This design comes from an exercise in tuning for small area on the open sky130 flow, not from production work.
The RTL was checked by simulation tests, not by an equivalence proof against the original design.
Power figures rest on the tool's default switching activity, not on a simulated workload.

## run A
Design sha_spi_host, start of the top module:
module sha_spi_host #(
  parameter int unsigned CLK_DIV        = 2,
  parameter int unsigned TIMEOUT_CYCLES = 65535
) (
  input  logic         clk,
  input  logic         reset_n,
  input  logic         start,
  input  logic [511:0] message,
  output logic         busy,
  output logic [255:0] hash,
  output logic         hash_valid,
  output logic         timeout,
  output logic         sck,
  output logic         sdi,
  input  logic         sdo,
  output logic         block_load,
  output logic         message_load,
  input  logic         done,
  output logic [2:0]   fsm_state
);
  localparam logic [1:0] M_IDLE = 2'd0, M_TX = 2'd1, M_WAIT = 2'd2, M_RX = 2'd3;
  localparam logic [15:0] TX_BASE = 16'hF800;
  localparam logic [15:0] RX_BASE = 16'hFC00;
  localparam logic [15:0] TO_LAST = 16'(TIMEOUT_CYCLES - 1);
  logic [1:0]   mode;
  logic [15:0]  cnt;
  logic [511:0] tx_sr;
  logic         done_s1, done_s2;
  logic is_idle, is_tx, is_wait, is_rx;
  logic accept, tx_shift, rx_shift, shift, hold, cnt_end, go_rx, expire;
  logic [511:0] shift_in;
  assign is_idle = (mode == M_IDLE);
  assign is_tx   = (mode == M_TX);
  assign is_wait = (mode == M_WAIT);
  ...
Size in the first run: about 780 I/O pins, about 0.019 mm² of cells after synthesis.
==> flow/config.mk <==
export PLATFORM = sky130hd
export DESIGN_NAME = sha_spi_host
export DESIGN_NICKNAME = sha_spi_host
export VERILOG_FILES = /design/flow/design.v
export SDC_FILE = /design/flow/constraint.sdc
export NUM_CORES = 4
export LEC_CHECK = 0
export ABC_AREA = 1
export CAP_MARGIN = 20
export CORE_MARGIN = 2
export CORE_UTILIZATION = 30
export SLEW_MARGIN = 20
==> flow/constraint.sdc <==
create_clock -name core_clock -period 5.0 [get_ports {clk}]
set_input_delay 1.0000 -clock core_clock [delete_from_list [all_inputs] [get_ports {clk}]]
set_output_delay 1.0000 -clock core_clock [all_outputs]
set_load 0.01 [all_outputs]
standard.sh (not shown) runs the stock make flow with config.mk's settings and CLKGATE_MAP_FILE= SYNTH_SCRIPT=/design/flow/synth_recipe.tcl, a recipe that flattens the netlist after the stock synthesis.
==> flow/flow/run.sh <==
#!/bin/bash
# Standard ORFS layout with four changes that only affect how the layout is built:
#  - the port buffers are the smallest buffer (buf_1) instead of buffer_ports' default cell;
#  - before floorplanning, the combinational logic is remapped for area (flow/restructure.tcl);
#  - the floorplan step removes buffers instead of resizing (REMOVE_ABC_BUFFERS);
#  - clock tree synthesis uses larger sink clusters and no dummy loads.
set -euo pipefail
HERE=$(cd "$(dirname "$0")" && pwd)
export BUFFER_PORTS_ARGS="-buffer_cell sky130_fd_sc_hd__buf_1"
export REMOVE_ABC_BUFFERS=1
export PRE_FLOORPLAN_TCL="$HERE/restructure.tcl"
export CTS_ARGS="-sink_clustering_enable -repair_clock_nets -dont_use_dummy_load -sink_clustering_size 8 -sink_clustering_max_diameter 40 -buf_list sky130_fd_sc_hd__clkbuf_4"
bash standard.sh > flow_make.log 2>&1
==> flow/flow/restructure.tcl <==
# Pre-floorplan hook: remap the synthesized combinational logic for area with OpenROAD's
# restructure (ABC). Registers are untouched.
set_dont_use $::env(DONT_USE_CELLS)
file mkdir $::env(OBJECTS_DIR)/rmp
restructure -target area -liberty_file [lindex $::env(LIB_FILES) 0] \
  -tielo_port sky130_fd_sc_hd__conb_1/LO -tiehi_port sky130_fd_sc_hd__conb_1/HI \
  -work_dir $::env(OBJECTS_DIR)/rmp -abc_logfile $::env(OBJECTS_DIR)/rmp/abc.log
report_design_area
Both conditions hold for run A: the flow ran to the end and the final layout passed the timing, design-rule and antenna checks.
Input-level comparison between run B and run A:
-- flow/flow/run.sh --
<<< run A, line 11
export PRE_FLOORPLAN_TCL="$HERE/restructure.tcl"
export CTS_ARGS="-sink_clustering_enable -repair_clock_nets -dont_use_dummy_load -sink_clustering_size 8 -sink_clustering_max_diameter 40 -buf_list sky130_fd_sc_hd__clkbuf_4"
bash standard.sh > flow_make.log 2>&1
>>> run B, line 11
export PRE_FLOORPLAN_TCL="$HERE/restructure.tcl"
export CTS_ARGS="-sink_clustering_enable -repair_clock_nets -dont_use_dummy_load -sink_clustering_size 12 -sink_clustering_max_diameter 60 -buf_list sky130_fd_sc_hd__clkbuf_8"
bash standard.sh > flow_make.log 2>&1
Notes after the runs:
Run A and run B ended up with roughly the same clock input transition at the sequential cells of the worst setup and hold paths. Looking at class of the tightest hold or removal check, the in -> async result is from run B; the in -> reg one comes from run A. Status: final non-filler cell area parity (run B, run A). Run B: average via count per standard cell about 0.5% below run A. Run A → run B: number of buffers created by CTS went down; cell depth of the worst flop-to-flop path rose by 5.
Input changes introduced in run C (baseline for comparison: run B):
- swapping 30 for 40 in CORE_UTILIZATION
- putting CTS_BUF_LIST at sky130_fd_sc_hd__clkbuf_4 where nothing was set
==> flow/flow/run.sh <==
#!/bin/bash
# Standard ORFS layout, except that the port buffers are the smallest buffer (buf_1)
# instead of the cell buffer_ports picks by default.
set -euo pipefail
export BUFFER_PORTS_ARGS="-buffer_cell sky130_fd_sc_hd__buf_1"
bash standard.sh > flow_make.log 2>&1
removed: flow/flow/restructure.tcl
==> comparison <==
Summary of the comparison: final worst setup slack is lower in run C, relative to run B.
Delta (run C minus run B): overall power of the completed layout lower; final core utilization increased by 8.9 points relative to the old numbers; critical path depth increased by 1 relative to the old numbers.
Looking at area overhead of the layout relative to synthesis across run B and run C, the one that comes out higher is run B.
Delta(part of the power in the clock network, run C - run B) > 0
Of the two values seen for launching instance or port of the critical path, mode[0] was produced by run B and mode[1] by run C.
Looking only at count of plain and timing-repair buffers, and setting everything else aside, the higher value of run B and run C goes to run C.
Average cell area after synthesis went down by more than 10% going from run B to run C.
~same final worst clock skew in run B and run C
Between run B and run C, portion of the clock cycle consumed by the worst path in the final layout increased.
## Diff of input files: run D against run C
- CTS_BUF_LIST: sky130_fd_sc_hd__clkbuf_4 -> unset
### Flow results
On final instance area, run C and run D are neck and neck. Total power in run D is 3.9% above run C. Growth of design area from synthesis to finish for run D is higher than for run C. Of the two values seen for largest power group, clock was produced by run D and sequential cells by run C. Compared run D against run C; non-clock buffer count within noise. Diff run D..run C | final core area utilization | negligible. Of the two candidates, run C has the better worst-case vdd ir drop and run D the worse one.


The RTL this note starts from:
==> flow/design.v <==
module sha_spi_host #(
  parameter int unsigned CLK_DIV        = 2,
  parameter int unsigned TIMEOUT_CYCLES = 65535
) (
  input  logic         clk,
  input  logic         reset_n,
  input  logic         start,
  input  logic [511:0] message,
  output logic         busy,
  output logic [255:0] hash,
  output logic         hash_valid,
  output logic         timeout,
  output logic         sck,
  output logic         sdi,
  input  logic         sdo,
  output logic         block_load,
  output logic         message_load,
  input  logic         done,
  output logic [2:0]   fsm_state
);
  localparam logic [1:0] M_IDLE = 2'd0, M_TX = 2'd1, M_WAIT = 2'd2, M_RX = 2'd3;
  localparam logic [10:0] TX_BASE = 11'h000;
  localparam logic [10:0] RX_BASE = 11'h400;
  localparam logic [16:0] TO_STATE = 17'b11111111110000000;
  logic [1:0]   mode;
  logic [10:0]  cnt;
  logic [511:0] tx_sr;
  logic         done_s1, done_s2;
  logic is_idle, is_tx, is_wait, is_rx;
  logic accept, tx_shift, rx_shift, shift, hold, cnt_end, go_rx, to_last, expire, ser_in;
  logic [511:0] shift_in;
  assign is_idle = (mode == M_IDLE);
  assign is_tx   = (mode == M_TX);
  assign is_wait = (mode == M_WAIT);
  assign is_rx   = (mode == M_RX);
  assign cnt_end  = &cnt;
  assign accept   = is_idle & start;
  assign tx_shift = is_tx & cnt[1] & cnt[0];
  assign rx_shift = is_rx & ~cnt[1] & cnt[0];
  assign shift    = tx_shift | rx_shift | is_wait;
  assign hold     = ~accept & ~shift;
  assign ser_in   = is_rx ? sdo : (is_wait & ~(tx_sr[16] ^ tx_sr[13]));
  assign shift_in = {tx_sr[510:0], ser_in};
  assign to_last  = (tx_sr[16:0] == TO_STATE);
  assign go_rx    = is_wait & done_s2;
  assign expire   = is_wait & ~done_s2 & to_last;
  assign busy         = ~is_idle;
  assign block_load   = is_tx;
  assign message_load = is_tx;
  assign sck          = (is_tx & cnt[1]) | (is_rx & ~cnt[1]);
  assign sdi          = is_tx & tx_sr[511];
  assign hash         = tx_sr[255:0];
  assign fsm_state    = is_tx   ? {1'b0, cnt[1], ~cnt[1]} :
                        is_wait ? 3'd3 :
                        is_rx   ? {1'b1, 1'b0, cnt[1]} : 3'd0;
  always_ff @(posedge clk or negedge reset_n) begin
    if (!reset_n) begin
      mode       <= M_IDLE;
      hash_valid <= 1'b0;
      timeout    <= 1'b0;
    end else begin
      timeout <= expire;
      if (accept) hash_valid <= 1'b0;
      else if (is_rx & cnt_end) hash_valid <= 1'b1;
      case (mode)
        M_IDLE: if (start) mode <= M_TX;
        M_TX:   if (cnt_end) mode <= M_WAIT;
        M_WAIT: if (done_s2) mode <= M_RX;
                else if (to_last) mode <= M_IDLE;
        M_RX:   if (cnt_end) mode <= M_IDLE;
      endcase
    end
  end
  always_ff @(posedge clk) begin
    done_s1 <= done;
    done_s2 <= done_s1;
    if (accept)     cnt <= TX_BASE;
    else if (go_rx) cnt <= RX_BASE;
    else            cnt <= cnt + 11'd1;
    for (int i = 0; i < 512; i++)
      tx_sr[i] <= (accept & message[i]) | (shift & shift_in[i]) | (hold & tx_sr[i]);
  end
endmodule
Settings: LEC_CHECK=0, ABC_AREA=1, CAP_MARGIN=20, CORE_MARGIN=2, CORE_UTILIZATION=30, SLEW_MARGIN=20; clock period 5.0 ns.
==> flow/flow/run.sh <==
#!/bin/bash
# Standard ORFS layout with four changes that only affect how the layout is built:
#  - the port buffers are the smallest buffer (buf_1) instead of buffer_ports' default cell;
#  - before floorplanning, the combinational logic is remapped for area (flow/restructure.tcl);
#  - the floorplan step removes buffers instead of resizing (REMOVE_ABC_BUFFERS);
#  - clock tree synthesis uses larger sink clusters and no dummy loads.
set -euo pipefail
HERE=$(cd "$(dirname "$0")" && pwd)
export BUFFER_PORTS_ARGS="-buffer_cell sky130_fd_sc_hd__buf_1"
export REMOVE_ABC_BUFFERS=1
export PRE_FLOORPLAN_TCL="$HERE/restructure.tcl"
export CTS_ARGS="-sink_clustering_enable -repair_clock_nets -dont_use_dummy_load -sink_clustering_size 20 -sink_clustering_max_diameter 40 -buf_list sky130_fd_sc_hd__clkbuf_8"
bash standard.sh > flow_make.log 2>&1
==> flow/flow/restructure.tcl <==
# Pre-floorplan hook: remap the synthesized combinational logic for area with OpenROAD's
# restructure (ABC). Registers are untouched. ABC is given a copy of the liberty file
# without the platform's don't-use cells, so it cannot map to them.
set_dont_use $::env(DONT_USE_CELLS)
set rmp_dir $::env(OBJECTS_DIR)/rmp
file mkdir $rmp_dir
set src_lib [lindex $::env(LIB_FILES) 0]
set abc_lib $rmp_dir/abc_cells.lib
set in [open $src_lib r]
set out [open $abc_lib w]
set skipping 0
set dropped 0
while {[gets $in line] >= 0} {
  if {$skipping} {
    if {$line eq "    \}"} { set skipping 0 }
    continue
  }
  if {[regexp {^    cell \(\"?([^\")]+)\"?\)} $line -> cell_name]} {
    foreach pattern $::env(DONT_USE_CELLS) {
      if {[string match $pattern $cell_name]} {
        set skipping 1
        incr dropped
        break
      }
    }
    if {$skipping} { continue }
  }
  puts $out $line
}
close $in
close $out
puts "restructure: dropped $dropped don't-use cells from the ABC liberty"
restructure -target area -liberty_file $abc_lib \
  -tielo_port sky130_fd_sc_hd__conb_1/LO -tiehi_port sky130_fd_sc_hd__conb_1/HI \
  -work_dir $rmp_dir -abc_logfile $rmp_dir/abc.log
report_design_area
Next try:
--- a/flow/flow/run.sh
+++ b/flow/flow/run.sh
@@ -10,4 +10,4 @@
 export REMOVE_ABC_BUFFERS=1
 export PRE_FLOORPLAN_TCL="$HERE/restructure.tcl"
-export CTS_ARGS="-sink_clustering_enable -repair_clock_nets -dont_use_dummy_load -sink_clustering_size 20 -sink_clustering_max_diameter 40 -buf_list sky130_fd_sc_hd__clkbuf_8"
+export CTS_ARGS="-sink_clustering_enable -repair_clock_nets -dont_use_dummy_load -sink_clustering_size 18 -sink_clustering_max_diameter 100 -buf_list sky130_fd_sc_hd__clkbuf_8"
 bash standard.sh > flow_make.log 2>&1
After rerunning: Critical path depth is unchanged. Utilization fell by 1.0 points. Clock skew goes down by 0.053 ns. Total power went down by 6.1%. First-iteration DRC count is lower by 6.2%.
Next try:
--- a/flow/flow/run.sh
+++ b/flow/flow/run.sh
@@ -10,4 +10,4 @@
 export REMOVE_ABC_BUFFERS=1
 export PRE_FLOORPLAN_TCL="$HERE/restructure.tcl"
-export CTS_ARGS="-sink_clustering_enable -repair_clock_nets -dont_use_dummy_load -sink_clustering_size 18 -sink_clustering_max_diameter 100 -buf_list sky130_fd_sc_hd__clkbuf_8"
+export CTS_ARGS="-sink_clustering_enable -repair_clock_nets -dont_use_dummy_load -sink_clustering_size 16 -sink_clustering_max_diameter 60 -buf_list sky130_fd_sc_hd__clkbuf_8"
 bash standard.sh > flow_make.log 2>&1
Count of clock-buffer cells in the layout goes up by 8.
Non-clock buffer count stays the same.
Register-to-register slack hardly moves.
Utilization rose by 0.18 points.
Worst setup slack is better by 0.011 ns.
Worst hold slack is worse by 0.035 ns.
Final area went up by 0.48%.
Total power goes up by 1.1%.
Synthesized area stays the same.


## 06-27
RTL: one of the versions met above, not the one the previous note started from.
For scale: roughly 1,900 cells after synthesis, ~19,000 sq um of cells after synthesis.
clock: 5.0 ns
lec_check: 0
abc_area: 1
cap_margin: 20
core_margin: 2
core_utilization: 30
slew_margin: 20
==> flow/flow/run.sh <==
#!/bin/bash
# Standard ORFS layout with four changes that only affect how the layout is built:
#  - the port buffers are the smallest buffer (buf_1) instead of buffer_ports' default cell;
#  - before floorplanning, the combinational logic is remapped for area (flow/restructure.tcl);
#  - the floorplan step removes buffers instead of resizing (REMOVE_ABC_BUFFERS);
#  - clock tree synthesis uses larger sink clusters and no dummy loads.
set -euo pipefail
HERE=$(cd "$(dirname "$0")" && pwd)
export BUFFER_PORTS_ARGS="-buffer_cell sky130_fd_sc_hd__buf_1"
export REMOVE_ABC_BUFFERS=1
export PRE_FLOORPLAN_TCL="$HERE/restructure.tcl"
export CTS_ARGS="-sink_clustering_enable -repair_clock_nets -dont_use_dummy_load -sink_clustering_size 32 -sink_clustering_max_diameter 80 -buf_list sky130_fd_sc_hd__clkbuf_16"
bash standard.sh > flow_make.log 2>&1
==> flow/flow/restructure.tcl <==
# Pre-floorplan hook: remap the synthesized combinational logic for area with OpenROAD's
# restructure (ABC). Registers are untouched.
set_dont_use $::env(DONT_USE_CELLS)
file mkdir $::env(OBJECTS_DIR)/rmp
restructure -target area -liberty_file [lindex $::env(LIB_FILES) 0] \
  -tielo_port sky130_fd_sc_hd__conb_1/LO -tiehi_port sky130_fd_sc_hd__conb_1/HI \
  -work_dir $::env(OBJECTS_DIR)/rmp -abc_logfile $::env(OBJECTS_DIR)/rmp/abc.log
report_design_area
06-27 finished every step from synthesis to the final layout, and the layout passed the timing, design-rule and antenna checks.
--- input diff 06-27..12-23 ---
-- flow/flow/run.sh --
<<< 06-27, line 12
export CTS_ARGS="-sink_clustering_enable -repair_clock_nets -dont_use_dummy_load -sink_clustering_size 32 -sink_clustering_max_diameter 80 -buf_list sky130_fd_sc_hd__clkbuf_16"
>>> 12-23, line 12
export CTS_ARGS="-sink_clustering_enable -repair_clock_nets -dont_use_dummy_load -sink_clustering_size 16 -sink_clustering_max_diameter 60 -buf_list sky130_fd_sc_hd__clkbuf_8"
[summary]
- 12-23: no failed stages, no open violations at the end
- 12-23 vs. 06-27: count of nets after finishing up 0.50%, total power density per cell area moved down, total track usage went up, final hold slack down 0.015 ns, clock latency of the later-clocked register in the worst-skew pair now sits at about the same level.

port drivers added, routing unchanged:
The flow's constraints put no driver on any port. The routed layouts listed below were extracted and timed again, unchanged, in two steps. Step 1 (the two cells are an assumption about what drives the block):
set clk [get_ports {clk}]
set_driving_cell -lib_cell sky130_fd_sc_hd__clkbuf_16 $clk
set_driving_cell -lib_cell sky130_fd_sc_hd__buf_2 [delete_from_list [all_inputs] $clk]
Step 2 times the ports against the registers' clock, not the clock port: input delays grow and output delays shrink by t, the midpoint of the rising clock arrivals with the driver on. Three values: no drivers, after step 1, after step 2; two values: the first two.
run | t, ns | slack for setup (ns) | worst setup path after step 2 | pins driven straight from the clock port
run A | 0.814 | 1.664 / 1.612 / 1.576 | input to register | 1
run B | 0.665 | 1.889 / 1.831 / 1.675 | input to register | 1
run C | 0.980 | 1.631 / 1.573 / 2.002 | input to register | 1
run D | 0.652 | 1.935 / 1.875 / 2.020 | input to register | 1
the first run of note 2 | 0.667 | 1.718 / 1.718 / 1.637 | input to register | 1
the second run of note 2 | 0.631 | 1.704 / 1.704 / 1.700 | input to register | 1
the third run of note 2 | 0.643 | 1.715 / 1.715 / 1.683 | input to register | 1
06-27 | 0.629 | 1.888 / 1.831 / 1.688 | input to register | 1
12-23 | 0.643 | 1.886 / 1.828 / 1.648 | input to register | 1
After both steps setup and hold are still met in every run listed. For 12-23, which loses most, drivers alone change the setup slack by -0.058 ns; drivers and shift together by -0.238 ns.
